This design comes from an exercise in tuning for small area, a short achievable clock period and few clock cycles on the open sky130 flow, not from production work.
RTL that was checked went through simulation tests only; none was proved equivalent to the original.
Only the layout flow was run in runs 5 and 6; the RTL was not checked for function there.
Power and IR drop assume default switching activity.

[design/flow/flow/run.sh]
#!/bin/bash
# The standard layout, with timing repair aiming for a setup slack of 6.5 ns,
# port buffers of a plain buffer cell and (if flow/abc.script exists) the
# standard synthesis with that ABC script for the combinational logic.
W=$PWD
if [ -f flow/abc.script ]; then
  {
    echo 'proc abc {args} { set i [lsearch $args -script]; lset args [expr {$i+1}] '"$W"'/flow/abc.script; yosys abc {*}$args }'
    echo "source $W/synth_recipe.tcl"
  } > synth_wrap.tcl
fi
bash standard.sh SETUP_SLACK_MARGIN=6.5  BUFFER_PORTS_ARGS=-buffer_cell\ sky130_fd_sc_hd__buf_1 CTS_BUF_LIST=sky130_fd_sc_hd__clkbuf_8 finish > flow.log 2>&1
[design/flow/standard.sh]
#!/bin/bash
# synth_recipe.tcl (not shown) runs the flow's synth.tcl, then flattens the netlist and writes it again
# the make line also repeats each setting of config.mk as NAME=value (left out here)
make -C /OpenROAD-flow-scripts/flow DESIGN_CONFIG=/design/flow/config.mk WORK_HOME=/design/flow/orfs CLKGATE_MAP_FILE= SYNTH_SCRIPT=/design/flow/synth_recipe.tcl "${@:-finish}"
[design/flow/config.mk]
export PLATFORM = sky130hd
export DESIGN_NAME = row_peak_valley_detector
export DESIGN_NICKNAME = row_peak_valley_detector
export VERILOG_FILES = /design/flow/design.v
export SDC_FILE = /design/flow/constraint.sdc
export NUM_CORES = 4
export LEC_CHECK = 0
export CAP_MARGIN = 20
export CORE_MARGIN = 2
export CORE_UTILIZATION = 40
export PLACE_DENSITY = 0.6
export SETUP_SLACK_MARGIN = 0.5
export SLEW_MARGIN = 20
[design/flow/constraint.sdc]
create_clock -name core_clock -period 10.0 [get_ports {clk}]
set_input_delay 2.0000 -clock core_clock [delete_from_list [all_inputs] [get_ports {clk}]]
set_output_delay 2.0000 -clock core_clock [all_outputs]
set_load 0.01 [all_outputs]
[design/flow/design.v]
package rpvd_pkg;
    localparam int COLUMN_BITS    = 12;
    localparam int ROW_BITS       = 12;
    localparam int VALUE_BITS     = 32;
    localparam int THRESHOLD_BITS = 31;
    localparam int BOUND_BITS     = 32;
    localparam int CFG_INDEX_BITS = 3;
    localparam int CFG_DATA_BITS  = 32;
    typedef enum logic [CFG_INDEX_BITS-1:0] {
        REG_THRESHOLD          = 3'd0,
        REG_PEAK_GATE_ENABLE   = 3'd1,
        REG_PEAK_FLOOR         = 3'd2,
        REG_VALLEY_GATE_ENABLE = 3'd3,
        REG_VALLEY_CEILING     = 3'd4
    } cfg_reg_t;
    typedef struct packed {
        logic [THRESHOLD_BITS-1:0] threshold;
        logic                      peak_gate_enable;
        logic [BOUND_BITS-1:0]     peak_floor;
        logic                      valley_gate_enable;
        logic [BOUND_BITS-1:0]     valley_ceiling;
    } cfg_t;
    typedef struct packed {
        logic                   is_valley;
        logic [COLUMN_BITS-1:0] column;
        logic [ROW_BITS-1:0]    row;
        logic [VALUE_BITS-1:0]  value;
    } result_t;
endpackage
module rpvd_cfg (
    input  logic                                clk,
    input  logic                                rst_n,
    input  logic                                cfg_valid,
    output logic                                cfg_ready,
    input  logic [rpvd_pkg::CFG_INDEX_BITS-1:0] cfg_index,
    input  logic [rpvd_pkg::CFG_DATA_BITS-1:0]  cfg_data,
    output rpvd_pkg::cfg_t                      cfg
);
    rpvd_pkg::cfg_t cfg_reg;
    logic [rpvd_pkg::CFG_DATA_BITS-1:0] data;
    logic           write;
    assign cfg_ready = 1'b1;
    assign cfg       = cfg_reg;
    assign data      = rst_n ? cfg_data : '0;
    assign write     = !rst_n || cfg_valid;
    always_ff @(posedge clk)
    begin
        if (write && (!rst_n || cfg_index == rpvd_pkg::REG_THRESHOLD))
            cfg_reg.threshold <= data[rpvd_pkg::THRESHOLD_BITS-1:0];
        if (write && (!rst_n || cfg_index == rpvd_pkg::REG_PEAK_GATE_ENABLE))
            cfg_reg.peak_gate_enable <= data[0];
        if (write && (!rst_n || cfg_index == rpvd_pkg::REG_PEAK_FLOOR))
            cfg_reg.peak_floor <= data[rpvd_pkg::BOUND_BITS-1:0];
        if (write && (!rst_n || cfg_index == rpvd_pkg::REG_VALLEY_GATE_ENABLE))
            cfg_reg.valley_gate_enable <= data[0];
        if (write && (!rst_n || cfg_index == rpvd_pkg::REG_VALLEY_CEILING))
            cfg_reg.valley_ceiling <= data[rpvd_pkg::BOUND_BITS-1:0];
    end
endmodule
module rpvd_core (
    input  logic                             clk,
    input  logic                             rst_n,
    input  logic                             sample_valid,
    output logic                             sample_ready,
    input  logic [31:0]                      sample,
    input  logic                             row_start,
    input  logic                             frame_start,
    input  rpvd_pkg::cfg_t                   cfg,
    output logic                             result_valid,
    input  logic                             result_ready,
    output logic                             is_valley,
    output logic [rpvd_pkg::COLUMN_BITS-1:0] column,
    output logic [rpvd_pkg::ROW_BITS-1:0]    row,
    output logic [rpvd_pkg::VALUE_BITS-1:0]  value
);
    logic               in_valid_reg, skid_valid_reg, ready_reg;
    logic signed [31:0] in_s, skid_s;
    logic               in_rs, in_fs, skid_rs, skid_fs;
    logic signed [31:0] a_value_reg, b_value_reg;
    logic [11:0]        a_column_reg, b_column_reg;
    logic [11:0]        column_reg, row_reg;
    logic               seek_reg;
    logic               result_valid_reg;
    logic               stall, consume, in_load, accept;
    logic               line_start;
    logic [11:0]        column_next, row_next;
    logic               beyond_a, beyond_b;
    logic               hit, gate_ok, event_valid;
    assign stall        = result_valid_reg && !result_ready;
    assign consume      = in_valid_reg && !stall;
    assign in_load      = !in_valid_reg || !stall;
    assign sample_ready = ready_reg;
    assign accept       = sample_valid && !skid_valid_reg;
    always_ff @(posedge clk or negedge rst_n)
    begin
        if (!rst_n)
        begin
            in_valid_reg   <= 1'b0;
            skid_valid_reg <= 1'b0;
            ready_reg      <= 1'b1;
        end
        else if (in_load)
        begin
            in_valid_reg   <= skid_valid_reg || accept;
            skid_valid_reg <= 1'b0;
            ready_reg      <= 1'b1;
        end
        else if (accept)
        begin
            skid_valid_reg <= 1'b1;
            ready_reg      <= 1'b0;
        end
    end
    always_ff @(posedge clk)
    begin
        if (in_load)
        begin
            if (skid_valid_reg)
            begin
                in_s  <= skid_s;
                in_rs <= skid_rs;
                in_fs <= skid_fs;
            end
            else
            begin
                in_s  <= sample;
                in_rs <= row_start;
                in_fs <= frame_start;
            end
        end
        if (!skid_valid_reg)
        begin
            skid_s  <= sample;
            skid_rs <= row_start;
            skid_fs <= frame_start;
        end
    end
    assign line_start = in_rs || in_fs;
    always_comb
    begin
        if (line_start)
            column_next = '0;
        else if (column_reg != 12'hFFF)
            column_next = column_reg + 1'b1;
        else
            column_next = column_reg;
        if (in_fs)
            row_next = '0;
        else if (in_rs && row_reg != 12'hFFF)
            row_next = row_reg + 1'b1;
        else
            row_next = row_reg;
    end
    function automatic logic carry_out(input logic [63:0] g_in, input logic [63:0] p_in);
        logic [63:0] g, p;
        g = g_in;
        p = p_in;
        for (int w = 1; w < 64; w = w * 2)
        begin
            for (int i = 0; i + w < 64; i = i + 2 * w)
            begin
                g[i] = g[i + w] | (p[i + w] & g[i]);
                p[i] = p[i + w] & p[i];
            end
        end
        carry_out = g[0];
    endfunction
    function automatic logic [1:0] order(input logic [31:0] x, input logic [31:0] y);
        logic [31:0] lt, gt;
        lt = ~x & y;
        gt = x & ~y;
        lt[31] = x[31] & ~y[31];
        gt[31] = ~x[31] & y[31];
        for (int w = 1; w < 32; w = w * 2)
        begin
            for (int i = 0; i + w < 32; i = i + 2 * w)
            begin
                lt[i] = lt[i + w] | (~gt[i + w] & lt[i]);
                gt[i] = gt[i + w] | (~lt[i + w] & gt[i]);
            end
        end
        order = {lt[0], gt[0]};
    endfunction
    function automatic logic less(input logic [31:0] x, input logic [31:0] y);
        logic [31:0] xu, yu;
        logic [63:0] g, p;
        xu = x ^ 32'h8000_0000;
        yu = y ^ 32'h8000_0000;
        g  = {32'h0000_0000, ~xu & yu};
        p  = {32'hFFFF_FFFF, ~xu | yu};
        less = carry_out(g, p);
    endfunction
    function automatic logic [1:0] hysteresis(input logic [31:0] x, input logic [30:0] t,
                                              input logic [31:0] y);
        logic [33:0] xe, te, ye, sum, cx, cy;
        logic [63:0] g, p, h, q;
        xe  = {{2{x[31]}}, x};
        te  = {3'b000, t};
        ye  = {{2{y[31]}}, y};
        sum = xe ^ te ^ ~ye;
        cx  = {(xe[32:0] & te[32:0]) | (xe[32:0] & ~ye[32:0]) | (te[32:0] & ~ye[32:0]), 1'b1};
        cy  = {(ye[32:0] & te[32:0]) | (ye[32:0] & ~xe[32:0]) | (te[32:0] & ~xe[32:0]), 1'b1};
        g   = {31'h0, sum[32:0] & cx[32:0]};
        p   = {31'h7FFF_FFFF, sum[32:0] | cx[32:0]};
        h   = {31'h0, sum[32:0] & cy[32:0]};
        q   = {31'h7FFF_FFFF, sum[32:0] | cy[32:0]};
        hysteresis = {sum[33] ^ cx[33] ^ carry_out(g, p), sum[33] ^ cy[33] ^ carry_out(h, q)};
    endfunction
    logic [1:0]  order_a, order_b;
    logic        peak_cond, valley_cond;
    logic [31:0] k_lo, k_hi;
    assign order_a     = order(in_s, a_value_reg);
    assign order_b     = order(in_s, b_value_reg);
    assign beyond_a    = seek_reg ? order_a[0] : order_a[1];
    assign beyond_b    = seek_reg ? order_b[1] : order_b[0];
    assign {peak_cond, valley_cond} = hysteresis(in_s, cfg.threshold, a_value_reg);
    assign hit         = !line_start && (seek_reg ? peak_cond : valley_cond);
    assign k_lo = seek_reg ? cfg.peak_floor : a_value_reg;
    assign k_hi = seek_reg ? a_value_reg : cfg.valley_ceiling;
    assign gate_ok  = (a_column_reg != '0)
                      && ((seek_reg ? !cfg.peak_gate_enable : !cfg.valley_gate_enable)
                          || less(k_lo, k_hi));
    assign event_valid = consume && hit && gate_ok;
    always_ff @(posedge clk or negedge rst_n)
    begin
        if (!rst_n)
        begin
            a_value_reg  <= '0;
            a_column_reg <= '0;
            b_value_reg  <= '0;
            b_column_reg <= '0;
            column_reg   <= '0;
            row_reg      <= '0;
            seek_reg     <= 1'b1;
        end
        else if (consume)
        begin
            column_reg <= column_next;
            row_reg    <= row_next;
            if (in_fs)
                seek_reg <= 1'b1;
            else if (hit)
                seek_reg <= !seek_reg;
            if (line_start || beyond_a || hit)
            begin
                a_value_reg  <= in_s;
                a_column_reg <= column_next;
            end
            if (hit)
            begin
                b_value_reg  <= a_value_reg;
                b_column_reg <= a_column_reg;
            end
            else if (line_start || beyond_b)
            begin
                b_value_reg  <= in_s;
                b_column_reg <= column_next;
            end
        end
    end
    always_ff @(posedge clk or negedge rst_n)
    begin
        if (!rst_n)
            result_valid_reg <= 1'b0;
        else if (!stall)
            result_valid_reg <= event_valid;
    end
    assign result_valid = result_valid_reg;
    assign is_valley    = seek_reg;
    assign column       = b_column_reg;
    assign row          = row_reg;
    assign value        = b_value_reg;
endmodule
module row_peak_valley_detector #(
    parameter int MAX_COLUMNS = 4096,
    parameter int MAX_ROWS    = 4096,
    parameter int SAMPLE_BITS = 32
) (
    input  logic                                clk,
    input  logic                                rst_n,
    input  logic                                cfg_valid,
    output logic                                cfg_ready,
    input  logic [rpvd_pkg::CFG_INDEX_BITS-1:0] cfg_index,
    input  logic [rpvd_pkg::CFG_DATA_BITS-1:0]  cfg_data,
    input  logic                                sample_valid,
    output logic                                sample_ready,
    input  logic [SAMPLE_BITS-1:0]              sample,
    input  logic                                row_start,
    input  logic                                frame_start,
    output logic                                result_valid,
    input  logic                                result_ready,
    output logic                                is_valley,
    output logic [rpvd_pkg::COLUMN_BITS-1:0]    column,
    output logic [rpvd_pkg::ROW_BITS-1:0]       row,
    output logic [rpvd_pkg::VALUE_BITS-1:0]     value
);
    rpvd_pkg::cfg_t cfg;
    rpvd_cfg u_cfg (
        .clk       (clk),
        .rst_n     (rst_n),
        .cfg_valid (cfg_valid),
        .cfg_ready (cfg_ready),
        .cfg_index (cfg_index),
        .cfg_data  (cfg_data),
        .cfg       (cfg)
    );
    rpvd_core u_core (
        .clk          (clk),
        .rst_n        (rst_n),
        .sample_valid (sample_valid),
        .sample_ready (sample_ready),
        .sample       (sample),
        .row_start    (row_start),
        .frame_start  (frame_start),
        .cfg          (cfg),
        .result_valid (result_valid),
        .result_ready (result_ready),
        .is_valley    (is_valley),
        .column       (column),
        .row          (row),
        .value        (value)
    );
endmodule
==> results of run 1 <==
power groups by stage:
stage               clock network (uW)  registers (uW)  logic [uW]
floorplan                            0            1580        1110
global placement                     0            1590        1520
detailed placement                   0            1590        1550
CTS                               1170            1580        1760
global route                      1220            1610        2050
finish                            1140            1580        1890
synth_stat cells, drive strengths merged (21+ instances only):
cell and number:
edfxtp 131, dfrtp 115, nand2 103, inv 90, nor2 84, mux2 82
mux2i 75, maj3 64, fa 62, a21oi 60, o21ai 56, nand2b 37
and2 35, dfxtp 34, nor2b 33, nand3 32, o22ai 24, a31oi 21
metal layers:
layer	vias up	wire length (um)
li1	5486	-
met4	0	1220
met3	81	2370
met5	-	0
met2	325	20900
met1	5766	18800
final cells by class:
type | count | area share (%)
clock buffer | 56 | 4.03
clock inverter | 36 | 1.53
inverter | 99 | 2.17
multi-input combinational | 971 | 42.0
sequential | 282 | 39.6
tap | 525 | 3.44
timing repair buffer | 211 | 7.21
what timing repair did:
action,CTS,global route
pin swaps,13,22
gates cloned,7,2
endpoints found under the setup margin,104,92
buffers inserted,26,35
resized for setup,59,70
critical path: stages (launching register included):
cell and delay (ns):
edfxtp_1 0.48, fa_2 0.64, o22ai_1 0.11, nor3_2 0.28, nand3_2 0.17, nand2b_4 0.18
o41ai_4 0.43, and3_4 0.33, a21oi_4 0.08, buf_4 0.15, buf_6 0.12, buf_16 0.15
mux2i_2 0.23
through the flow:
step | std cells | hold slack [ns] | util (%) | cell area, um2
after detailed placement | 2017 | 0.458 | 42.9 | 16900
after global routing | 2180 | 0.486 | 48.4 | 19100
after floorplan | 1387 | 0.446 | - | 15900
after CTS | 2142 | 0.473 | 47.2 | 18600
after global placement | 2017 | 0.453 | 42.9 | 16900
final | 2180 | 0.472 | 48.4 | 19100
worst max-delay path by stage:
| stage | from | endpoint | slack (ns) | depth (start not counted) |
|---|---|---|---|---|
| 6_report | u_core.in_s[28] | u_core.a_value_reg[30] | 6.51 | 12 |
| 3_3_place_gp | u_core.a_value_reg[2] | u_core.b_value_reg[23] | 5.21 | 13 |
| 2_1_floorplan | cfg_index[0] | u_cfg.cfg_reg[0] | 5.92 | 2 |
| 4_1_cts | u_core.in_s[0] | u_core.b_value_reg[2] | 6.50 | 12 |
| 3_5_place_dp | u_core.a_value_reg[27] | u_core.b_value_reg[7] | 5.02 | 12 |
| 5_1_grt | u_core.in_s[28] | u_core.a_value_reg[30] | 6.42 | 12 |
cells by family after synthesis:
kind of cell,Yosys count
xor gates and xnor gates,17
and+or+nand+nor,375
other,1
buffers and inverters,138
muxes,157
DFF,282
adders and majority gates,130
AOI/OAI and AO/OA,287
==> metrics.md, run 1 <==
| Metric | Value |
|---|---|
| Maximum fanout along the worst path | 8 |
| CP required | 10.48 ns |
| Fmax | 286 MHz |
| Commonest cells after routing, fill and taps aside | 131 x edfxtp_1, 130 x buf_1, 103 x nand2_1 |
| Chip width | 203 um |
| Worst Hold Launch | u_core.skid_fs |
| Part of the power in registers | 34.2% |
| Mux contribution to synthesized area | 11.5% |
| Vias in the first global route | 11,900 |
| R2R setup slack | 6.51 ns |
| DR iter-0 viols | 679 |
| Worst hold path type | reg -> reg |
| Nets | 1,754 |
| Worst Setup Start Kind | flip-flop |
| Post-synthesis cell type count | 84 |
| Synthesized area | 15,900 um2 |
| Synth Flop Type | edfxtp_1 |
| Largest net degree at the start of global routing | 61 |
| Synth Instances | 1,387 |
| Top-area cell type share of the netlist area | 24.8% |
| R2R Path Start | u_core.in_s[28] |
| Synth warn | 2 |
| Synth area leaders | edfxtp_1 25%, dfrtp_1 18%, fa_1 7.8% |
| Clock tree from TritonCTS | yes |
| Initial cell density of the core | 40.3% |
| CTS H-tree depth | 2 |
| WHS Endpoint | u_core.skid_fs |
| Final slew viol count | 0 |
| Post-synthesis xor/xnor area fraction | 0.937% |
| Sink Count | 282 |
| Sw Ratio | 37.7% |
| Critical path class | reg -> reg |
| Final Setup Violations | 0 |
| Port-buffer cells | 132 |
| Status | complete, no violations |
| Avg WL per Cell | 19.9 um |
| Area Growth Syn to Fin | 20.3% |
| Seq. cell area | 7570 um2 |
| Critical Path Sink Type | flip-flop |
| Register area share after synthesis | 47.5% |
| Via count | 11,700 |
| Max_slew headroom | 32.7% |
| Placement Rows | 73 |
| Num CTS Buffers | 49 |
| Drt total wl | 43,400 um |
| Grt met1 use | 27.3% |
| Busiest grt layer | met2 |
| Die Area | 41,300 um2 |
| Final period util | 34.9% |
| Routing usage on met2 | 34.9% |
| Largest family of logic cells by synthesized area | compound AO/OA/AOI/OAI gates |
| Clock Latency Late Sink | 0.60 ns |
| Post-Synth Adder-Cell Area | 12.3% |
| Clk Tree Root Cell | clkbuf_8 |
| M3 GR Usage | 3.66% |
| Fill cell count | 3,646 |
| Chip height | 203 um |
| Worst reg-to-reg path cell count | 12 |
| DRC Markers | 0 |
| Gate power share | 41.0% |
| Yosys top cell by area | edfxtp_1 |
| Clk pwr share | 24.8% |
| Worst VDD drop | 0.0000820 V |
| Worst-Margin Slew | 1.01 ns |
| First-pass GRT wire length | 66,900 um |
| Total negative slack | 0 ns |
| Setup skew after layout | 0.0277 ns |
| Core ar. | 39,500 um2 |
| Most common cell after layout, fill and taps aside | edfxtp_1 |
| Global route total overflow | 0 |
| First-pass DRT Iterations | 5 |
| Clk slew on worst S/H paths | 0.06 ns |
| Dpl hpwl | 28,600 um |
| PD cells | 241 nW/um2 |
| Cts hold-fix bufs | 0 |
| Async S/R FF share, synth | 41.5% |
| Worst path arrival time | 3.98 ns |
| Antenna violations before repair | 0 |
| Mapped Avg Cell Area | 11.5 um2 |
| Post-synth EDFFs | 131 |
| RR Endpoint | u_core.a_value_reg[30] |
| ANT cells | 0 |
| Leakage | 0.00780 uW |
| Max reg flops | 97 |
| IO Pins | 134 |
| Setup ws final | 6.51 ns |
| GRT Total Usage | 20.9% |
| Power Internal | 2870 uW |
| WHS Path Cells | 1 |
| Max Cap Viol | 0 |
| Simple logic cell fraction of the synthesized area | 11.5% |
| Register bit count reported by yosys | 282 |
| Clock Path Buffers | 3 |
| Post-place setup slack | 5.02 ns |
| Compound-Gate Fraction of Synth Area | 12.3% |
| Psw | 1740 uW |
| Post-layout minimum cycle time | 3.49 ns |
| Final hold vios | 0 |
| GPL Wtd Cong | 0.889 |
| Total chip power | 4610 uW |
| Footprint of the multi-input gates | 8030 um2 |
| Synthesized Nets | 1,527 |
| Via-to-Cell Ratio | 5.35 |
| Fraction of final layout cells sized beyond drive strength 1 | 23.0% |
| RSZ-0062 raised after global routing | yes |
| Final ANT Viol Nets | 0 |
Testbench counts, summed over its fixed seeds: cycles 64,112.
==> run 2: changes to the inputs <==
--- a/design/flow/flow/run.sh
+++ b/design/flow/flow/run.sh
@@ -9,4 +9,4 @@
     echo "source $W/synth_recipe.tcl"
   } > synth_wrap.tcl
 fi
-bash standard.sh SETUP_SLACK_MARGIN=6.5  BUFFER_PORTS_ARGS=-buffer_cell\ sky130_fd_sc_hd__buf_1 CTS_BUF_LIST=sky130_fd_sc_hd__clkbuf_8 finish > flow.log 2>&1
+bash standard.sh SETUP_SLACK_MARGIN=6.5  BUFFER_PORTS_ARGS=-buffer_cell\ sky130_fd_sc_hd__buf_1 PLACE_DENSITY=0.75 finish > flow.log 2>&1
==> run 2 against run 1 <==
Against the previous run:
- design area shrank 1.1%
- combinational power is essentially flat
- sequential power is essentially flat
- wire length grew 3.2%
- still clean on timing, DRC and antenna
- non-clock buffer count shrank 19
- die area is the same
- fmax shrank 5.1%
==> metrics.md, run 2 <==
| Metric | Value |
|---|---|
| Via-to-Cell Ratio | 5.66 |
| Fmax | 272 MHz |
| Footprint of the multi-input gates | 8000 um2 |
| Global route total overflow | 0 |
| Clock Path Buffers | 3 |
| Drt total wl | 44,700 um |
| Vias in the first global route | 12,300 |
| GRT Total Usage | 21.2% |
| Yosys top cell by area | edfxtp_1 |
| Final ANT Viol Nets | 0 |
| Area Growth Syn to Fin | 18.9% |
| DR iter-0 viols | 1,026 |
| Worst reg-to-reg path cell count | 15 |
| First-pass GRT wire length | 68,400 um |
| Clk slew on worst S/H paths | 0.06 ns |
| Initial cell density of the core | 40.3% |
| Synthesized area | 15,900 um2 |
| Placement Rows | 73 |
| Post-Route Utilization | 47.9% |
| Worst-Margin Slew | 1.01 ns |
| Total chip power | 4630 uW |
| RSZ-0062 raised after global routing | yes |
| Antenna violations before repair | 1 |
| WHS Path Cells | 1 |
| Async S/R FF share, synth | 41.5% |
| Port-buffer cells | 132 |
| Clock Latency Late Sink | 0.57 ns |
| Chip height | 203 um |
| Maximum fanout along the worst path | 6 |
| Die Area | 41,300 um2 |
| Synth Instances | 1,387 |
| Seq. cell area | 7560 um2 |
| DRC Markers | 0 |
| GPL Wtd Cong | 0.903 |
| PD cells | 245 nW/um2 |
| Fraction of final layout cells sized beyond drive strength 1 | 18.9% |
| Final slew viol count | 0 |
| CTS H-tree depth | 1 |
| Dpl hpwl | 28,800 um |
| Max reg flops | 97 |
| Final Setup Violations | 0 |
| Max_slew headroom | 32.4% |
| Register area share after synthesis | 47.5% |
| Synth Flop Type | edfxtp_1 |
| Num CTS Buffers | 30 |
| Setup skew after layout | 0.0134 ns |
| Fill cell count | 3,462 |
| Synth area leaders | edfxtp_1 25%, dfrtp_1 18%, fa_1 7.8% |
| Largest net degree at the start of global routing | 69 |
| Post-layout minimum cycle time | 3.68 ns |
| Nets | 1,716 |
| Chip width | 203 um |
| Synthesized Nets | 1,527 |
| Worst path arrival time | 4.13 ns |
| Worst Setup Start Kind | flip-flop |
| Clk Tree Root Cell | clkbuf_16 |
| Via count | 12,000 |
| Sink Count | 282 |
| Max Cap Viol | 0 |
| Commonest cells post-synth | 131 x edfxtp_1, 115 x dfrtp_1, 103 x nand2_1 |
| Worst VDD drop | 0.000138 V |
| Final period util | 36.8% |
| Top-area cell type share of the netlist area | 24.8% |
| Final hold vios | 0 |
| Status | complete, no violations |
| Total negative slack | 0 ns |
| Synth warn | 2 |
| Mapped Avg Cell Area | 11.5 um2 |
| Critical Path Sink Type | flip-flop |
| First-pass DRT Iterations | 5 |
| Post-synthesis cell type count | 84 |
| Avg WL per Cell | 21.0 um |
| Most common cell after layout, fill and taps aside | edfxtp_1 |
| Leakage | 0.00764 uW |
| IO Pins | 134 |
| Worst hold path type | reg -> reg |
| Commonest cells after routing, fill and taps aside | 131 x edfxtp_1, 130 x buf_1, 106 x dfrtp_1 |
| Core ar. | 39,500 um2 |
| Count leader, synth | edfxtp_1 |
| Register bit count reported by yosys | 282 |
| Post-synth EDFFs | 131 |
| Critical path class | reg -> reg |
| Clock tree from TritonCTS | yes |
| CP required | 10.45 ns |
==> run 2: cell counts after synthesis <==
No cell type changed its count.
==> run 2: where the power goes <==
group,internal (uW),leakage [uW],switching (uW)
Combinational,830,0.00409,1080
Sequential,1390,0.00305,188
Clock,672,0.000494,465
==> run 2: cells by family after synthesis <==
group                    Yosys count  share of synthesized area (%)
adder cells (fa/ha/maj)          130                           12.3
other                              1                         0.0236
XOR/XNOR                          17                          0.937
AO/OA/AOI/OAI                    287                           12.3
AND/OR/NAND/NOR                  375                           11.5
buffers and inverters            138                           3.94
multiplexers                     157                           11.5
flip-flops                       282                           47.5
==> run 2: critical path: stages, from the launching register on <==
cell,delay (ns)
edfxtp_1,0.48
fa_2,0.62
buf_6,0.12
buf_4,0.11
o2bb2ai_1,0.09
o221ai_1,0.23
a21oi_1,0.14
o21ai_0,0.25
a21oi_1,0.13
a21oi_2,0.32
and2_4,0.24
nand2b_4,0.19
buf_6,0.15
buf_16,0.14
mux2i_1,0.07
mux2_4,0.27
==> run 2: cell type report <==
cell class	instances	share of cell area, %
repair buffers	192	6.79
inverters	99	2.10
clock buffers	35	4.24
multi-input cells	971	42.3
diodes	1	0.0132
clock inverters	21	1.07
well taps	525	3.48
flip-flops and latches	282	40.0
==> run 2: final timing paths <==
kind / start / endpoint / slack, ns
setup / recovery: u_core.in_s[2] / u_core.b_value_reg[28] / 6.32
hold reg to reg: u_core.skid_s[26] / u_core.skid_s[26] / 0.47
max in group asynchronous: rst_n / u_core.skid_valid_reg / 6.86
min in group asynchronous: rst_n / u_core.a_column_reg[3] / 1.44
setup reg to reg: u_core.in_s[2] / u_core.b_value_reg[28] / 6.32
hold / removal: u_core.skid_s[26] / u_core.skid_s[26] / 0.47
==> run 2: through the flow <==
stage          setup WS [ns]  hold WS [ns]  area (um2)  std cells
4_1_cts                 6.45         0.474       18700       2115
3_5_place_dp            5.23         0.455       16900       2017
5_1_grt                 6.25         0.491       18900       2125
2_1_floorplan           5.92         0.446       15900       1387
6_report                6.32         0.472       18900       2126
3_3_place_gp            5.33         0.453       16900       2017
==> run 2: repair_timing <==
action,CTS,global route
resized for setup,56,48
setup buffers,32,9
cloned,10,1
hold buffers,0,0
setup endpoints to repair,84,142
pin swaps,12,13
==> run 2: metal layers <==
layer	track usage, %	share of wire [%]	vias to the layer above
met5	0	0	-
li1	-	-	5397
met3	4.35	7.0	125
met2	36.0	48	488
met4	9.10	4.1	0
met1	26.3	41	6029
==> run 3: changes to the inputs <==
--- a/design/flow/flow/run.sh
+++ b/design/flow/flow/run.sh
@@ -9,4 +9,4 @@
     echo "source $W/synth_recipe.tcl"
   } > synth_wrap.tcl
 fi
-bash standard.sh SETUP_SLACK_MARGIN=6.5  BUFFER_PORTS_ARGS=-buffer_cell\ sky130_fd_sc_hd__buf_1 PLACE_DENSITY=0.75 finish > flow.log 2>&1
+bash standard.sh SETUP_SLACK_MARGIN=6.5  BUFFER_PORTS_ARGS=-buffer_cell\ sky130_fd_sc_hd__buf_1 CORE_UTILIZATION=55 finish > flow.log 2>&1
==> run 3 against run 2 <==
Against the previous run:
- critical path depth down 4
- non-clock buffer count increased by 4
- synthesized cell count unchanged
- sequential share of layout area grew 0.37 points
- design area decreased by 0.83%
- sequential power about the same
- critical path type unchanged
- register-to-register slack improved by 0.21 ns
- wire length down 8.6%
- still clean
==> metrics.md, run 3 <==
| Metric | Value |
|---|---|
| Crit. Startpoint | u_core.in_s[12] |
| Fmax | 288 MHz |
| Cts hold-fix bufs | 0 |
| Commonest cells post-synth | 131 x edfxtp_1, 115 x dfrtp_1, 103 x nand2_1 |
| Top-area cell type share of the netlist area | 24.8% |
| Synth Instances | 1,387 |
| Clock Latency Late Sink | 0.56 ns |
| Synthesized area | 15,900 um2 |
| Worst hold path type | reg -> reg |
| Port-buffer cells | 132 |
| Status | complete, no violations |
| Initial cell density of the core | 55.7% |
| Clk Tree Root Cell | clkbuf_16 |
| Compound-Gate Fraction of Synth Area | 12.3% |
| Synth Flop Type | edfxtp_1 |
| Count leader, synth | edfxtp_1 |
| Avg WL per Cell | 20.6 um |
| DRC Markers | 0 |
| First-pass GRT wire length | 64,200 um |
| Yosys top cell by area | edfxtp_1 |
| Worst path arrival time | 3.91 ns |
| Dpl hpwl | 26,700 um |
| Chip width | 174 um |
| Setup skew after layout | 0.0123 ns |
| DP Cell Count | 1,875 |
| RR Endpoint | u_core.b_value_reg[16] |
| Drt total wl | 40,900 um |
| Total negative slack | 0 ns |
| Die Area | 30,300 um2 |
| Worst reg-to-reg path cell count | 11 |
| Largest net degree at the start of global routing | 120 |
| CP endpoint | u_core.b_value_reg[16] |
| DR iter-0 viols | 917 |
| Placement Rows | 62 |
| Clk slew on worst S/H paths | 0.06 ns |
| Synthesized Nets | 1,527 |
| Post-synthesis xor/xnor area fraction | 0.937% |
| Final Setup Violations | 0 |
| Total chip power | 4600 uW |
| Critical path's top delay family | compound AO/OA/AOI/OAI gates |
| CTS H-tree depth | 1 |
| Max Cap Viol | 0 |
| Clock Path Buffers | 3 |
| Via-to-Cell Ratio | 5.75 |
| Fraction of final layout cells sized beyond drive strength 1 | 19.6% |
| Post-layout minimum cycle time | 3.47 ns |
| Simple logic cell fraction of the synthesized area | 11.5% |
| GRT Total Usage | 27.2% |
| Mapped Avg Cell Area | 11.5 um2 |
| Largest family of logic cells by synthesized area | compound AO/OA/AOI/OAI gates |
| ANT cells | 0 |
| GPL Wtd Cong | 0.879 |
| Post-synth EDFFs | 131 |
| Max reg flops | 97 |
| Crit-path max cell delay | 0.45 ns |
| Clock tree from TritonCTS | yes |
| Area Growth Syn to Fin | 18.0% |
| Worst-Margin Slew | 1.00 ns |
| CP required | 10.44 ns |
| Core ar. | 28,500 um2 |
| Register bit count reported by yosys | 282 |
| Commonest cells after routing, fill and taps aside | 131 x buf_1, 131 x edfxtp_1, 102 x nand2_1 |
| Final period util | 34.7% |
| Global route total overflow | 0 |
| Crit path buffers/inverters | 1 |
| CP Cell Sequence | nand2b_1 > maj3_2 > maj3_2 > maj3_1 > a21oi_1 > o21ai_0 > a21oi_1 > o221a_2 > a31o_4 > buf_12 > mux2_2 |
| R2R setup slack | 6.53 ns |
| Final ANT Viol Nets | 0 |
| Worst VDD drop | 0.000150 V |
| Max_slew headroom | 32.8% |
| Via count | 11,400 |
| Post-synthesis cell type count | 84 |
| Worst Setup Start Kind | flip-flop |
| First-pass DRT Iterations | 6 |
| Post-Synth Adder-Cell Area | 12.3% |
| Post-Layout Cell Count | 1,989 |
| Critical path depth | 11 |
| Critical Path Sink Type | flip-flop |
| PD cells | 245 nW/um2 |
| Async S/R FF share, synth | 41.5% |
| Register area share after synthesis | 47.5% |
| IO Pins | 134 |
| R2R Path Start | u_core.in_s[12] |
| Synth warn | 2 |
| Num CTS Buffers | 30 |
| Critical path class | reg -> reg |
| Final slew viol count | 0 |
| Mux contribution to synthesized area | 11.5% |
| Vias in the first global route | 11,400 |
| Chip height | 174 um |
| Maximum fanout along the worst path | 7 |
| Synth area leaders | edfxtp_1 25%, dfrtp_1 18%, fa_1 7.8% |
| CP max stage cell | edfxtp_1 |
| Final hold vios | 0 |
| Sink Count | 282 |
| RSZ-0062 raised after global routing | yes |
| Leakage | 0.00768 uW |
| Antenna violations before repair | 0 |
| Nets | 1,721 |
==> run 3: cell types whose count changed in the layout (fill, tap and decap cells not counted), moves of 6 or more <==
cell / previous run / this run
buf_4: 33 / 44
buf_6: 8 / 2
fa_1: 49 / 43
fa_2: 13 / 19
==> run 3: through the flow <==
| stage | cell area, um2 | hold WS [ns] | util [%] | setup slack [ns] |
|---|---|---|---|---|
| after floorplan | 15900 | 0.446 | - | 5.92 |
| after global placement | 16800 | 0.452 | 58.7 | 5.20 |
| after detailed placement | 16800 | 0.459 | 58.7 | 5.07 |
| after CTS | 18400 | 0.474 | 64.5 | 6.50 |
| after global routing | 18700 | 0.487 | 65.7 | 6.42 |
| final | 18700 | 0.471 | 65.7 | 6.53 |
==> run 3: where the power goes <==
| part | total (uW) | switching (uW) | internal (uW) |
|---|---|---|---|
| Sequential | 1580 | 185 | 1390 |
| Combinational | 1840 | 1040 | 808 |
| Clock | 1170 | 458 | 715 |
==> run 3: worst min path at each step <==
| stage | from | endpoint | cells after the start |
|---|---|---|---|
| final | u_core.skid_s[18] | u_core.skid_s[18] | 1 |
| after global routing | u_core.skid_s[18] | u_core.skid_s[18] | 1 |
| after global placement | u_core.skid_s[11] | u_core.skid_s[11] | 1 |
| after floorplan | u_core.skid_s[10] | u_core.skid_s[10] | 1 |
| after detailed placement | u_core.skid_s[5] | u_core.skid_s[5] | 1 |
| after CTS | u_core.skid_s[25] | u_core.skid_s[25] | 1 |
==> run 3: timing repair <==
item	in CTS	in global routing
buffers inserted	33	17
setup endpoints to repair	91	122
cloned	7	1
resized for setup	53	53
pin swaps	18	10
==> run 3: kinds of logic after synthesis <==
| logic type | Yosys count |
|---|---|
| and+or+nand+nor | 375 |
| other | 1 |
| buffers and inverters | 138 |
| muxes | 157 |
| adders and majority gates | 130 |
| AOI/OAI and AO/OA | 287 |
| DFF | 282 |
| xor gates and xnor gates | 17 |
==> run 3: cell type report <==
class                      count  area, um2
fill                        2349       9800
multi-input combinational    972       8020
sequential                   282       7560
timing repair buffer         196       1250
clock buffer                  35        791
tap                          384        480
inverter                      99        397
clock inverter                21        250
==> run 3: routing by layer <==
| layer | up-vias | track usage (%) | wire length (um) |
|---|---|---|---|
| met3 | 79 | 3.89 | 2140 |
| met2 | 341 | 44.8 | 19300 |
| met5 | - | 0 | 0 |
| met4 | 0 | 8.40 | 1250 |
| li1 | 5413 | - | - |
| met1 | 5609 | 37.5 | 18200 |
==> run 4: changes to the inputs <==
--- a/design/flow/flow/run.sh
+++ b/design/flow/flow/run.sh
@@ -9,4 +9,4 @@
     echo "source $W/synth_recipe.tcl"
   } > synth_wrap.tcl
 fi
-bash standard.sh SETUP_SLACK_MARGIN=6.5  BUFFER_PORTS_ARGS=-buffer_cell\ sky130_fd_sc_hd__buf_1 CORE_UTILIZATION=55 finish > flow.log 2>&1
+bash standard.sh SETUP_SLACK_MARGIN=6.5  BUFFER_PORTS_ARGS=-buffer_cell\ sky130_fd_sc_hd__buf_1 SLEW_MARGIN=10 CAP_MARGIN=10 finish > flow.log 2>&1
==> run 4 against run 3 <==
Against the previous run:
- register-to-register slack better by 0.04 ns
- die area is 37% higher
- cell count is 7.7% higher
- flip-flop and latch count stayed put
- sequential power hardly changed
- clock skew is 0.0051 ns higher
- synthesized area stayed put
- clock power is 15% higher
- combinational power hardly changed
- critical endpoint is now u_core.a_column_reg[3]
- largest cell class unchanged
- largest power group unchanged
==> metrics.md, run 4 <==
| Metric | Value |
|---|---|
| Worst VDD drop | 0.0000907 V |
| Antenna violations before repair | 0 |
| Async S/R FF share, synth | 41.5% |
| Maximum fanout along the worst path | 15 |
| Synth warn | 2 |
| Final Setup Violations | 0 |
| DR iter-0 viols | 736 |
| Area Growth Syn to Fin | 20.3% |
| Count leader, synth | edfxtp_1 |
| CP endpoint | u_core.a_column_reg[3] |
| Max reg flops | 97 |
| ANT cells | 0 |
| Worst reg-to-reg path cell count | 12 |
| Crit. Startpoint | u_core.a_value_reg[13] |
| Grt met1 use | 27.5% |
| Worst Setup Start Kind | flip-flop |
| Core ar. | 39,500 um2 |
| Most frequent CP cell | a21oi_2 |
| Clk Tree Root Cell | clkbuf_16 |
| Yosys top cell by area | edfxtp_1 |
| Chip height | 203 um |
| Clk slew on worst S/H paths | 0.06 ns |
| Synth Flop Type | edfxtp_1 |
| Final ANT Viol Nets | 0 |
| R2R setup slack | 6.57 ns |
| Leakage | 0.00779 uW |
| Synthesized Nets | 1,527 |
| Sink Count | 282 |
| Clock Path Buffers | 3 |
| M3 GR Usage | 3.34% |
| Drt total wl | 42,700 um |
| Worst hold path type | reg -> reg |
| Port-buffer cells | 132 |
| CTS H-tree depth | 2 |
| Worst path arrival time | 3.82 ns |
| Fmax | 292 MHz |
| Critical path class | reg -> reg |
| Critical path's top delay family | compound AO/OA/AOI/OAI gates |
| Global route total overflow | 0 |
| Crit path buffers/inverters | 2 |
| Largest net degree at the start of global routing | 61 |
| Fill cell count | 3,598 |
| Via-to-Cell Ratio | 5.41 |
| Register area share after synthesis | 47.5% |
| RSZ-0062 raised after global routing | yes |
| CP required | 10.39 ns |
| Status | complete, no violations |
| GRT Total Usage | 20.7% |
| R2R Path Start | u_core.a_value_reg[13] |
| Commonest cells post-synth | 131 x edfxtp_1, 115 x dfrtp_1, 103 x nand2_1 |
| Routing usage on met2 | 34.6% |
| Most common cell after layout, fill and taps aside | edfxtp_1 |
| CP Cell Sequence | clkinv_2 > fa_1 > a22oi_1 > o211ai_1 > a31oi_2 > o22ai_1 > a21oi_2 > a21oi_2 > and3_4 > a21oi_4 > buf_12 > mux2_2 |
| Critical Path Sink Type | flip-flop |
| Initial cell density of the core | 40.3% |
| Commonest cells after routing, fill and taps aside | 131 x edfxtp_1, 130 x buf_1, 103 x nand2_1 |
| Max Cap Viol | 0 |
| Post-synth EDFFs | 131 |
| Post-synthesis cell type count | 84 |
| Register bit count reported by yosys | 282 |
| Setup skew after layout | 0.0174 ns |
| Final hold vios | 0 |
| Fraction of final layout cells sized beyond drive strength 1 | 20.9% |
| GPL Wtd Cong | 0.889 |
| Worst-Margin Slew | 1.12 ns |
| Avg WL per Cell | 19.9 um |
| Vias in the first global route | 11,700 |
| Nets | 1,732 |
| Critical path depth | 12 |
| CP max stage cell | fa_1 |
| Max_slew headroom | 25.3% |
| Final period util | 34.3% |
| Top-area cell type share of the netlist area | 24.8% |
| Synthesized area | 15,900 um2 |
| Via count | 11,600 |
| Mapped Avg Cell Area | 11.5 um2 |
| Post-layout minimum cycle time | 3.43 ns |
| Synth area leaders | edfxtp_1 25%, dfrtp_1 18%, fa_1 7.8% |
| Num CTS Buffers | 34 |
| Synth Instances | 1,387 |
| Worst hold margin | 0.471 ns |
| Busiest grt layer | met2 |
| RR Endpoint | u_core.a_column_reg[3] |
| Crit-path max cell delay | 0.55 ns |
| First-pass DRT Iterations | 5 |
| Final slew viol count | 0 |
| Dpl hpwl | 28,600 um |
| First-pass GRT wire length | 66,300 um |
| Clock tree from TritonCTS | yes |
| Chip width | 203 um |
| WHS Path Cells | 1 |
| PD cells | 250 nW/um2 |
| IO Pins | 134 |
| DRC Markers | 0 |
| Die Area | 41,300 um2 |
| Placement Rows | 73 |
| Total negative slack | 0 ns |
| Clock Latency Late Sink | 0.52 ns |
-- run 4: worst reg2reg max path, delay by kind of cell (launching register included) --
family,cells,cell delay [ns]
buffers and inverters,2,0.37
AO/OA/AOI/OAI,7,1.34
AND/OR/NAND/NOR,1,0.22
adder cells (fa/ha/maj),1,0.55
flip-flops,1,0.46
multiplexers,1,0.38
-- run 4: worst min path at each step --
stage / start / endpoint / slack [ns]
2_1_floorplan: u_core.skid_s[10] / u_core.skid_s[10] / 0.45
3_3_place_gp: u_core.skid_s[21] / u_core.skid_s[21] / 0.45
3_5_place_dp: u_core.skid_s[31] / u_core.skid_s[31] / 0.46
4_1_cts: u_core.skid_s[17] / u_core.skid_s[17] / 0.47
5_1_grt: u_core.skid_s[20] / u_core.skid_s[20] / 0.49
6_report: u_core.skid_s[17] / u_core.skid_s[17] / 0.47
-- run 4: cell families after synthesis --
| kind of cell | count (synthesis) | share of synthesized area [%] |
|---|---|---|
| multiplexers | 157 | 11.5 |
| AND/OR/NAND/NOR | 375 | 11.5 |
| other | 1 | 0.0236 |
| flip-flops | 282 | 47.5 |
| AO/OA/AOI/OAI | 287 | 12.3 |
| adder cells (fa/ha/maj) | 130 | 12.3 |
| XOR/XNOR | 17 | 0.937 |
| buffers and inverters | 138 | 3.94 |
-- run 4: stage by stage --
| stage | setup WS [ns] | instances | instance area, um2 | util, % | power (uW) |
|---|---|---|---|---|---|
| 6_report | 6.57 | 2142 | 19100 | 48.5 | 4770 |
| 3_5_place_dp | 5.02 | 2017 | 16900 | 42.9 | 3140 |
| 5_1_grt | 6.44 | 2142 | 19100 | 48.5 | 5030 |
| 3_3_place_gp | 5.21 | 2017 | 16900 | 42.9 | 3110 |
| 4_1_cts | 6.47 | 2111 | 18800 | 47.6 | 4700 |
| 2_1_floorplan | 5.92 | 1387 | 15900 | - | 2690 |
-- run 4: routing by layer --
layer  up-vias  routed length [um]
met3        71                2070
met4         0                1320
met1      5778               18800
met2       298               20600
li1       5441                   -
met5         -                   0
-- run 4: where the power goes --
part	internal, uW	switching [uW]
Clock	841	498
Sequential	1390	185
Combinational	811	1040
Total	3050	1730
-- run 4: area by class of cell --
type | count | area [um2] | share of cell area (%)
clock buffer | 41 | 918 | 4.80
clock inverter | 20 | 294 | 1.54
inverter | 99 | 405 | 2.12
multi-input combinational | 971 | 8000 | 41.8
sequential | 282 | 7560 | 39.6
tap | 525 | 657 | 3.43
timing repair buffer | 204 | 1290 | 6.74
-- run 4: what timing repair did --
item | 4_1_cts | 5_1_grt
endpoints found under the setup margin | 187 | 93
cloned | 7 | 0
pin swaps | 12 | 15
hold buffers | 0 | 0
gates resized for setup | 49 | 59
setup buffers | 26 | 31
==> run 5: changes to the inputs <==
--- a/design/flow/design.v
+++ b/design/flow/design.v
@@ -81,6 +81,7 @@
     logic [11:0]        column_reg, row_reg;
     logic               seek_reg;
     logic               result_valid_reg;
+    logic               is_valley_reg;
     logic               stall, consume, in_load, accept;
     logic               line_start;
     logic [11:0]        column_next, row_next;
@@ -261,12 +262,19 @@
     always_ff @(posedge clk or negedge rst_n)
     begin
         if (!rst_n)
+        begin
             result_valid_reg <= 1'b0;
+            is_valley_reg    <= 1'b0;
+        end
         else if (!stall)
+        begin
             result_valid_reg <= event_valid;
+            if (event_valid)
+                is_valley_reg <= !seek_reg;
+        end
     end
     assign result_valid = result_valid_reg;
-    assign is_valley    = seek_reg;
+    assign is_valley    = is_valley_reg;
     assign column       = b_column_reg;
     assign row          = row_reg;
     assign value        = b_value_reg;
--- a/design/flow/flow/run.sh
+++ b/design/flow/flow/run.sh
@@ -9,4 +9,4 @@
     echo "source $W/synth_recipe.tcl"
   } > synth_wrap.tcl
 fi
-bash standard.sh SETUP_SLACK_MARGIN=6.5  BUFFER_PORTS_ARGS=-buffer_cell\ sky130_fd_sc_hd__buf_1 SLEW_MARGIN=10 CAP_MARGIN=10 finish > flow.log 2>&1
+bash standard.sh SETUP_SLACK_MARGIN=6.5  BUFFER_PORTS_ARGS=-buffer_cell\ sky130_fd_sc_hd__buf_1 finish > flow.log 2>&1
==> run 5 against run 4 <==
Against the previous run:
- non-clock buffer count increased by 16
- wire length increased by 7.8%
- sequential share of layout area decreased by 0.12 points
- total power decreased by 5.1%
- critical path type unchanged
- highest routed layer is now met5
==> metrics.md, run 5 <==
| Metric | Value |
|---|---|
| Synth warn | 2 |
| First-pass GRT wire length | 70,200 um |
| Avg WL per Cell | 21.4 um |
| Clk Tree Root Cell | clkbuf_16 |
| Synth Flop Type | edfxtp_1 |
| Register area share after synthesis | 48.5% |
| RSZ-0062 raised after global routing | yes |
| Clock tree from TritonCTS | yes |
| Clock Path Buffers | 3 |
| Post-Route Utilization | 49.8% |
| Synth Instances | 1,394 |
| Dpl hpwl | 29,500 um |
| Leakage | 0.00751 uW |
| DRC Markers | 0 |
| Crit path buffers/inverters | 5 |
| Yosys top cell by area | edfxtp_1 |
| Global route total overflow | 0 |
| CP Cell Sequence | fa_1 > inv_1 > maj3_2 > o211ai_1 > and3_1 > o21ai_2 > a2111o_1 > a22oi_2 > buf_12 > and2_4 > buf_6 > a21oi_4 > buf_12 > buf_12 > mux2_4 |
| Total negative slack | 0 ns |
| Synthesized Nets | 1,534 |
| Post-synthesis cell type count | 80 |
| Max reg flops | 97 |
| Placement Rows | 72 |
| Setup skew after layout | 0.0160 ns |
| First-pass DRT Iterations | 6 |
| Worst hold path type | reg -> reg |
| Final period util | 37.8% |
| Sink Count | 283 |
| Critical path class | reg -> reg |
| Max Cap Viol | 0 |
| Worst Setup Start Kind | flip-flop |
| Clock Latency Late Sink | 0.53 ns |
| Area Growth Syn to Fin | 23.2% |
| Via count | 11,900 |
| Final slew viol count | 0 |
| Port-buffer cells | 132 |
| Synth area leaders | edfxtp_1 25%, dfrtp_1 19%, fa_1 8.0% |
| Async S/R FF share, synth | 41.7% |
| Worst-Margin Slew | 1.06 ns |
| Maximum fanout along the worst path | 8 |
| Largest net degree at the start of global routing | 67 |
| Worst path arrival time | 4.18 ns |
| Commonest cells post-synth | 131 x edfxtp_1, 116 x dfrtp_1, 108 x o21ai_0 |
| Final hold vios | 0 |
| GRT Total Usage | 22.4% |
| Chip width | 202 um |
| DR iter-0 viols | 841 |
| Fmax | 265 MHz |
| Antenna violations before repair | 1 |
| ANT cells | 0 |
| Final Setup Violations | 0 |
| Cts hold-fix bufs | 0 |
| CP required | 10.41 ns |
| Final ANT Viol Nets | 0 |
| Crit-path max cell delay | 0.57 ns |
| Drt total wl | 46,100 um |
| PD cells | 236 nW/um2 |
| Via-to-Cell Ratio | 5.54 |
| GPL Wtd Cong | 0.890 |
| Critical path's top delay family | compound AO/OA/AOI/OAI gates |
| Register bit count reported by yosys | 283 |
| Count leader, synth | edfxtp_1 |
| Top-area cell type share of the netlist area | 25.2% |
| Commonest cells after routing, fill and taps aside | 131 x buf_1, 131 x edfxtp_1, 110 x dfrtp_1 |
| Clk slew on worst S/H paths | 0.06 ns |
| Die Area | 40,600 um2 |
| Fraction of final layout cells sized beyond drive strength 1 | 19.7% |
| Critical Path Sink Type | flip-flop |
| Post-layout minimum cycle time | 3.78 ns |
| Max_slew headroom | 29.5% |
| Chip height | 202 um |
| IO Pins | 134 |
| Initial cell density of the core | 40.5% |
| Vias in the first global route | 12,200 |
| Status | complete, no violations |
| CTS H-tree depth | 2 |
| Post-synth EDFFs | 131 |
| Core ar. | 38,600 um2 |
| Worst VDD drop | 0.000129 V |
| Synthesized area | 15,600 um2 |
| Most frequent CP cell | buf_12 |
| Nets | 1,751 |
| Mapped Avg Cell Area | 11.2 um2 |
| CP max stage cell | fa_1 |
| Num CTS Buffers | 35 |
==> run 5: kinds of logic (layout without fill, tap and decap cells) <==
family | Yosys count | in the layout | share of synthesized area [%]
AOI/OAI and AO/OA | 353 | 354 | 14.4
xor gates and xnor gates | 15 | 15 | 0.842
adders and majority gates | 137 | 137 | 12.9
buffers and inverters | 151 | 393 | 4.00
DFF | 283 | 283 | 48.5
muxes | 128 | 128 | 8.87
other | 1 | 1 | 0.0240
and+or+nand+nor | 326 | 326 | 10.5
==> run 5: repair_timing <==
action,in CTS,in global routing
setup buffers,54,8
setup endpoints to repair,113,94
gates cloned,11,3
gates resized for setup,110,34
pin swaps,23,11
==> run 5: power breakdown <==
group          switching [uW]  internal (uW)  total, uW
combinational             950            731       1680
sequential                156           1370       1530
clock                     503            814       1320
total                    1610           2920       4530
==> run 5: worst paths after layout <==
kind                                   startpoint                      to  slack (ns)  cells past startpoint
worst min register to register  u_core.skid_s[23]       u_core.skid_s[23]        0.47                      1
min in group asynchronous                   rst_n   u_core.b_value_reg[7]        1.60                      1
worst max register to register  u_cfg.cfg_reg[67]  u_core.b_value_reg[17]        6.22                     15
max in group asynchronous                   rst_n  u_core.a_value_reg[22]        7.29                      2
worst min-delay path            u_core.skid_s[23]       u_core.skid_s[23]        0.47                      1
worst max-delay path            u_cfg.cfg_reg[67]  u_core.b_value_reg[17]        6.22                     15
==> run 5: layer usage <==
metal	GRT usage [%]	routed length, um
met3	4.23	2880
met2	36.9	21600
met4	8.22	1610
met1	29.6	19900
met5	0	13
==> run 5: cell type report <==
| class | instances | area, um2 |
|---|---|---|
| fillers | 3525 | 19300 |
| multi-input cells | 961 | 7760 |
| flip-flops and latches | 283 | 7580 |
| repair buffers | 220 | 1600 |
| clock buffers | 42 | 955 |
| well taps | 518 | 648 |
| inverters | 110 | 427 |
| clock inverters | 21 | 250 |
==> run 5: through the flow <==
step	instance area (um2)	total power (uW)	instances	hold WS, ns	worst slack, ns
after detailed placement	16700	2810	2016	0.459	5.23
after global placement	16700	2790	2016	0.452	5.31
after floorplan	15600	2400	1394	0.446	5.92
final	19200	4530	2155	0.469	6.22
after global routing	19200	4750	2155	0.485	6.09
after CTS	19000	4440	2144	0.474	6.31
==> run 6: changes to the inputs <==
==> design/flow/flow/run.sh (replaced) <==
#!/bin/bash
# The standard layout, with timing repair aiming for a setup slack of 6.8 ns,
# port buffers of a plain buffer cell and (if flow/abc.script exists) the
# standard synthesis with that ABC script for the combinational logic.
W=$PWD
if [ -f flow/abc.script ]; then
  {
    echo 'proc abc {args} { set i [lsearch $args -script]; lset args [expr {$i+1}] '"$W"'/flow/abc.script; yosys abc {*}$args }'
    echo "source $W/synth_recipe.tcl"
  } > synth_wrap.tcl
fi
bash standard.sh SETUP_SLACK_MARGIN=6.8  BUFFER_PORTS_ARGS=-buffer_cell\ sky130_fd_sc_hd__buf_1 finish > flow.log 2>&1
==> run 6 against run 5 <==
Against the previous run:
- flip-flop and latch count unchanged
- sequential share of layout area down 0.14 points
- hold slack about the same
- cell count up 0.56%
- die area unchanged
- critical path depth down 3
- first-iteration DRC count down 0.95%
- via count up 0.90%
- fmax up 6.7%
- register-to-register slack better by 0.24 ns
- worst setup slack better by 0.24 ns
- critical path type unchanged
- largest power group unchanged
- highest routed layer is now met4
==> metrics.md, run 6 <==
| Metric | Value |
|---|---|
| Commonest cells after routing, fill and taps aside | 131 x edfxtp_1, 123 x buf_1, 101 x dfrtp_1 |
| Gate power share | 37.4% |
| Final Setup Violations | 0 |
| Leakage | 0.00752 uW |
| Via count | 12,000 |
| Max Cap Viol | 0 |
| First-pass DRT Iterations | 5 |
| WHS Path Cells | 1 |
| Register area share after synthesis | 48.5% |
| Register bit count reported by yosys | 283 |
| Num CTS Buffers | 34 |
| Largest net degree at the start of global routing | 50 |
| Via-to-Cell Ratio | 5.55 |
| Clk pwr share | 28.0% |
| ANT cells | 0 |
| First-pass GRT wire length | 68,300 um |
| Vias in the first global route | 11,900 |
| Fraction of final layout cells sized beyond drive strength 1 | 22.2% |
| PD cells | 231 nW/um2 |
| Mapped Avg Cell Area | 11.2 um2 |
| Final hold vios | 0 |
| Synth warn | 2 |
| Power Internal | 2880 uW |
| Area Growth Syn to Fin | 23.7% |
| Worst VDD drop | 0.000106 V |
| Drt total wl | 44,700 um |
| Worst reg-to-reg path cell count | 12 |
| CTS H-tree depth | 2 |
| Max_slew headroom | 23.6% |
| Post-layout minimum cycle time | 3.54 ns |
| Port-buffer cells | 132 |
| Setup skew after layout | 0.0151 ns |
| Antenna violations before repair | 0 |
| Psw | 1580 uW |
| Final period util | 35.4% |
| Nets | 1,763 |
| Chip width | 202 um |
| Status | complete, no violations |
| Worst path arrival time | 3.96 ns |
| Final slew viol count | 0 |
| Worst hold path type | reg -> reg |
| Maximum fanout along the worst path | 13 |
| Synth Flop Type | edfxtp_1 |
| R2R setup slack | 6.46 ns |
| CP required | 10.42 ns |
| Dpl hpwl | 29,800 um |
| Commonest cells post-synth | 131 x edfxtp_1, 116 x dfrtp_1, 108 x o21ai_0 |
| Most common cell after layout, fill and taps aside | edfxtp_1 |
| Clock tree from TritonCTS | yes |
| Sw Ratio | 35.4% |
| Global route total overflow | 0 |
| Worst hold margin | 0.470 ns |
| Synthesized Nets | 1,534 |
| Chip height | 202 um |
| IO Pins | 134 |
| Yosys top cell by area | edfxtp_1 |
| Clock Latency Late Sink | 0.54 ns |
| Critical Path Sink Type | flip-flop |
| Part of the power in registers | 34.7% |
| Avg WL per Cell | 20.6 um |
| Clk Tree Root Cell | clkbuf_16 |
| Core ar. | 38,600 um2 |
| Initial cell density of the core | 40.5% |
| Synth area leaders | edfxtp_1 25%, dfrtp_1 19%, fa_1 8.0% |
| Clk slew on worst S/H paths | 0.05 ns |
| Post-synth EDFFs | 131 |
| Post-synthesis cell type count | 80 |
| GPL Wtd Cong | 0.895 |
| Synth Instances | 1,394 |
| Clock Path Buffers | 3 |
| Max reg flops | 97 |
| RSZ-0062 raised after global routing | yes |
| Placement Rows | 72 |
| DR iter-0 viols | 833 |
| Worst Setup Start Kind | flip-flop |
| Synthesized area | 15,600 um2 |
| DRC Markers | 0 |
| Fmax | 282 MHz |
| DP Cell Count | 2,017 |
| Async S/R FF share, synth | 41.7% |
| Die Area | 40,600 um2 |
| Post-Layout Cell Count | 2,167 |
| Count leader, synth | edfxtp_1 |
| Total negative slack | 0 ns |
| Critical path class | reg -> reg |
| Cts hold-fix bufs | 0 |
| Sink Count | 283 |
| Final ANT Viol Nets | 0 |
| Worst-Margin Slew | 1.15 ns |
| GRT Total Usage | 21.6% |
| Top-area cell type share of the netlist area | 25.2% |
-- run 6: cell counts after synthesis --
Identical to the previous run, type by type.
-- run 6: kinds of logic after synthesis --
family	after synthesis	synth area share (%)
flip-flops	283	48.5
buffers and inverters	151	4.00
XOR/XNOR	15	0.842
AND/OR/NAND/NOR	326	10.5
adder cells (fa/ha/maj)	137	12.9
other	1	0.0240
multiplexers	128	8.87
AO/OA/AOI/OAI	353	14.4
-- run 6: per-stage QoR --
step | power [uW] | setup WS, ns | area (um2) | utilization (%)
floorplan | 2430 | 6.51 | 15800 | -
global placement | 2810 | 5.14 | 16800 | 43.6
detailed placement | 2840 | 5.37 | 16800 | 43.6
CTS | 4340 | 6.46 | 18800 | 48.9
global route | 4680 | 6.32 | 19300 | 50.1
finish | 4460 | 6.46 | 19300 | 50.1
-- run 6: worst max-delay path, stage by stage (launching register included) --
cell,delay [ns]
edfxtp_1,0.45
fa_2,0.63
nor2_1,0.05
or3_4,0.35
nor4_2,0.22
o2111ai_1,0.14
a2111o_1,0.43
a22oi_2,0.27
buf_4,0.16
nand2b_4,0.17
buf_12,0.16
o21ai_0,0.11
mux2_2,0.28
-- run 6: final cells by class --
type	count	area [um2]
Fill cell	3453	19200
Clock inverter	15	131
Sequential cell	283	7590
Timing Repair Buffer	232	1630
Clock buffer	47	1000
Tap cell	518	648
Multi-Input combinational cell	962	7870
Inverter	110	445
-- run 6: power groups by stage --
stage	registers [uW]	clock network, uW	logic (uW)
floorplan	1540	0	890
global placement	1560	0	1250
detailed placement	1570	0	1270
CTS	1540	1270	1520
global route	1570	1320	1790
finish	1550	1250	1670
-- run 6: path summary, 6_finish.rpt --
kind                                         from                endpoint
worst max-delay path              u_core.in_s[29]  u_core.b_value_reg[26]
worst min-delay path            u_core.skid_s[28]       u_core.skid_s[28]
worst max register to register    u_core.in_s[29]  u_core.b_value_reg[26]
worst min register to register  u_core.skid_s[28]       u_core.skid_s[28]
max in group asynchronous                   rst_n  u_core.a_value_reg[10]
min in group asynchronous                   rst_n  u_core.a_value_reg[27]
-- run 6: timing repair --
item	4_1_cts	5_1_grt
gates resized for setup	105	52
endpoints found under the hold margin	0	0
gates cloned	5	5
pin swaps	26	25
setup buffers	50	28
setup endpoints to repair	129	104
-- run 6: per-layer routing --
metal,track usage (%),share of wire [%]
met2,35.1,47
met4,8.48,3.1
met5,0,0
met3,3.51,6.3
met1,29.0,44
==> run 7: changes to the inputs <==
--- a/design/flow/design.v
+++ b/design/flow/design.v
@@ -81,7 +81,6 @@
     logic [11:0]        column_reg, row_reg;
     logic               seek_reg;
     logic               result_valid_reg;
-    logic               is_valley_reg;
     logic               stall, consume, in_load, accept;
     logic               line_start;
     logic [11:0]        column_next, row_next;
@@ -262,19 +261,12 @@
     always_ff @(posedge clk or negedge rst_n)
     begin
         if (!rst_n)
-        begin
             result_valid_reg <= 1'b0;
-            is_valley_reg    <= 1'b0;
-        end
         else if (!stall)
-        begin
             result_valid_reg <= event_valid;
-            if (event_valid)
-                is_valley_reg <= !seek_reg;
-        end
     end
     assign result_valid = result_valid_reg;
-    assign is_valley    = is_valley_reg;
+    assign is_valley    = seek_reg;
     assign column       = b_column_reg;
     assign row          = row_reg;
     assign value        = b_value_reg;
==> design/flow/flow/run.sh (replaced) <==
#!/bin/bash
# The standard layout, with timing repair aiming for a setup slack of 7.0 ns,
# port buffers of a plain buffer cell and (if flow/abc.script exists) the
# standard synthesis with that ABC script for the combinational logic.
W=$PWD
if [ -f flow/abc.script ]; then
  {
    echo 'proc abc {args} { set i [lsearch $args -script]; lset args [expr {$i+1}] '"$W"'/flow/abc.script; yosys abc {*}$args }'
    echo "source $W/synth_recipe.tcl"
  } > synth_wrap.tcl
fi
bash standard.sh SETUP_SLACK_MARGIN=7.0  BUFFER_PORTS_ARGS=-buffer_cell\ sky130_fd_sc_hd__buf_1 finish > flow.log 2>&1
==> run 7 against run 6 <==
Against the previous run:
- highest routed layer unchanged
- clock skew is 0.0059 ns higher
- wire length is 1.2% higher
- die area is 1.8% higher
- via count is 1.0% lower
- utilization is 1.1 points higher
- sequential share of layout area is 1.9 points lower
- total power is 13% higher
- clock-buffer cell count is 2 higher
==> metrics.md, run 7 <==
| Metric | Value |
|---|---|
| Clock tree from TritonCTS | yes |
| ANT cells | 0 |
| Fmax | 287 MHz |
| Max Cap Viol | 0 |
| Fraction of final layout cells sized beyond drive strength 1 | 27.2% |
| Initial cell density of the core | 40.3% |
| Final Setup Violations | 0 |
| Fin area | 20,200 um2 |
| Mapped Avg Cell Area | 11.5 um2 |
| Met2 WL | 21,700 um |
| Placed inst area | 17,000 um2 |
| Worst reg-to-reg path cell count | 13 |
| GRT Total Usage | 21.8% |
| Clock Latency Late Sink | 0.55 ns |
| Sink Count | 282 |
| Setup skew after layout | 0.0210 ns |
| Largest net degree at the start of global routing | 63 |
| Worst-Margin Slew | 1.01 ns |
| Cts hold-fix bufs | 0 |
| Post-layout minimum cycle time | 3.49 ns |
| Critical path class | reg -> reg |
| Chip width | 203 um |
| Avg WL per Cell | 20.4 um |
| Via-to-Cell Ratio | 5.39 |
| First-pass DRT Iterations | 5 |
| Count leader, synth | edfxtp_1 |
| Worst Hold Launch | u_core.skid_s[3] |
| Placement Rows | 73 |
| Die Area | 41,300 um2 |
| Post-Route Utilization | 51.2% |
| Synth warn | 2 |
| CTS H-tree depth | 2 |
| Final slew viol count | 0 |
| Global route total overflow | 0 |
| Power Internal | 3220 uW |
| IO Pins | 134 |
| Met3 wire length | 2850 um |
| CP endpoint | u_core.b_value_reg[12] |
| Yosys top cell by area | edfxtp_1 |
| Post-Synth Adder-Cell Area | 12.3% |
| Clk pwr share | 25.5% |
| RSZ-0062 raised after global routing | yes |
| Clock Path Buffers | 3 |
| DR iter-0 viols | 929 |
| Final period util | 34.9% |
| Area Growth Syn to Fin | 27.1% |
| Worst VDD drop | 0.000141 V |
| Clk Tree Root Cell | clkbuf_16 |
| Worst hold margin | 0.469 ns |
| Compound-Gate Fraction of Synth Area | 12.3% |
| Commonest cells after routing, fill and taps aside | 131 x edfxtp_1, 102 x dfrtp_1, 100 x nand2_1 |
| Register area share after synthesis | 47.5% |
| PD cells | 250 nW/um2 |
| Mux contribution to synthesized area | 11.5% |
| Synth Instances | 1,387 |
| Nets | 1,801 |
| Final hold vios | 0 |
| Gate power share | 43.3% |
| Max reg flops | 97 |
| Total negative slack | 0 ns |
| Core ar. | 39,500 um2 |
| Synthesized area | 15,900 um2 |
| Commonest cells post-synth | 131 x edfxtp_1, 115 x dfrtp_1, 103 x nand2_1 |
| Most common cell after layout, fill and taps aside | edfxtp_1 |
| R2R Path Start | u_core.in_s[27] |
| Synth Flop Type | edfxtp_1 |
| Post-synthesis cell type count | 84 |
| Maximum fanout along the worst path | 9 |
| Port-buffer cells | 132 |
| Synthesized Nets | 1,527 |
| Psw | 1830 uW |
| Final ANT Viol Nets | 0 |
| Clk slew on worst S/H paths | 0.06 ns |
| R2R setup slack | 6.51 ns |
| DRC Markers | 0 |
| Top-area cell type share of the netlist area | 24.8% |
| Worst Setup Start Kind | flip-flop |
| Register bit count reported by yosys | 282 |
| Largest family of logic cells by synthesized area | compound AO/OA/AOI/OAI gates |
| Max_slew headroom | 32.7% |
| Status | complete, no violations |
| Synth area leaders | edfxtp_1 25%, dfrtp_1 18%, fa_1 7.8% |
| Drt total wl | 45,200 um |
| Sw Ratio | 36.2% |
| Chip height | 203 um |
| Vias in the first global route | 12,100 |
| Crit. Startpoint | u_core.in_s[27] |
| Post-synth EDFFs | 131 |
| Dpl hpwl | 28,900 um |
| RR Endpoint | u_core.b_value_reg[12] |
| Post-synthesis xor/xnor area fraction | 0.937% |
| Async S/R FF share, synth | 41.5% |
| Leakage | 0.00849 uW |
| Highest metal used | met4 |
| Part of the power in registers | 31.2% |
| First-pass GRT wire length | 69,000 um |
| Critical Path Sink Type | flip-flop |
| Worst hold path type | reg -> reg |
| Metal1 wirelength | 19,100 um |
| CP required | 10.42 ns |
| Fill cell count | 3,460 |
| GPL Wtd Cong | 0.895 |
| Via count | 11,900 |
| Num CTS Buffers | 35 |
| Worst path arrival time | 3.91 ns |
| Simple logic cell fraction of the synthesized area | 11.5% |
| Antenna violations before repair | 0 |
==> run 7: cell types whose count changed in the layout (fill, tap and decap cells not counted), sizes merged, moves of 7 or more <==
cell / previous run / this run
o21ai: 112 / 56
nand2: 70 / 104
buf: 227 / 256
mux2i: 49 / 75
a21oi: 81 / 61
nand3: 21 / 32
inv: 100 / 91
nand2b: 29 / 38
nor2b: 25 / 33
clkbuf: 52 / 59
maj3: 71 / 64
nor2: 77 / 84
==> run 7: power by group through the flow <==
stage	Combinational (uW)	Sequential, uW	Clock (uW)
after floorplan	1140	1580	0
after global placement	1540	1590	0
after detailed placement	1570	1600	0
after CTS	2020	1570	1310
after global routing	2350	1600	1360
final	2180	1580	1290
==> run 7: how the worst min path moves through the flow <==
stage / endpoint / slack (ns) / cells past startpoint
2_1_floorplan: u_core.skid_s[10] / 0.45 / 1
3_3_place_gp: u_core.skid_s[1] / 0.45 / 1
3_5_place_dp: u_core.skid_s[26] / 0.46 / 1
4_1_cts: u_core.skid_s[22] / 0.47 / 1
5_1_grt: u_core.skid_s[25] / 0.48 / 1
6_report: u_core.skid_s[3] / 0.47 / 1
==> run 7: routing by layer <==
layer	track usage (%)	vias to the layer above
met5	0	-
met4	9.25	0
met3	4.14	91
met2	35.7	374
met1	28.5	5870
li1	-	5579
==> run 7: critical path: stages (launching register included) <==
cell	delay [ns]
edfxtp_1	0.48
clkinv_2	0.19
fa_1	0.48
a22o_1	0.26
a2111oi_2	0.39
nand3_1	0.16
o21ai_2	0.21
o41ai_4	0.12
buf_4	0.16
and2_4	0.16
nand2b_4	0.18
buf_12	0.17
mux2i_1	0.12
mux2_4	0.28
==> run 7: cell type report <==
cell class	instances	area, um2	share of cell area, %
timing repair buffer	268	2250	11.1
clock inverter	14	139	0.688
sequential	282	7560	37.4
inverter	99	395	1.96
clock buffer	49	1030	5.11
tap	525	657	3.25
multi-input combinational	975	8160	40.4
==> run 7: per-stage QoR <==
| step | worst slack [ns] | std cells | total power, uW |
|---|---|---|---|
| after global routing | 6.35 | 2212 | 5310 |
| final | 6.51 | 2212 | 5050 |
| after CTS | 6.34 | 2174 | 4900 |
| after detailed placement | 5.48 | 2015 | 3160 |
| after global placement | 5.58 | 2015 | 3130 |
| after floorplan | 6.51 | 1387 | 2730 |
==> run 7: cell families after synthesis <==
group / after synthesis
buffers and inverters: 138
multiplexers: 157
other: 1
AO/OA/AOI/OAI: 287
XOR/XNOR: 17
flip-flops: 282
adder cells (fa/ha/maj): 130
AND/OR/NAND/NOR: 375
==> run 7: what timing repair did <==
action	4_1_cts	5_1_grt
gates resized for setup	148	74
pin swaps	16	21
cloned	11	4
buffers inserted	85	34
setup endpoints to repair	317	249
Testbench counts of run 7, summed over its fixed seeds: cycles 64,112.

Setup slack of run 7, layout unchanged: 6.510 ns with ideal ports, 6.510 ns with driving cells assumed (clock clkbuf_16, inputs buf_2), 6.459 ns with port delays also shifted by the 0.591 ns mid clock arrival.
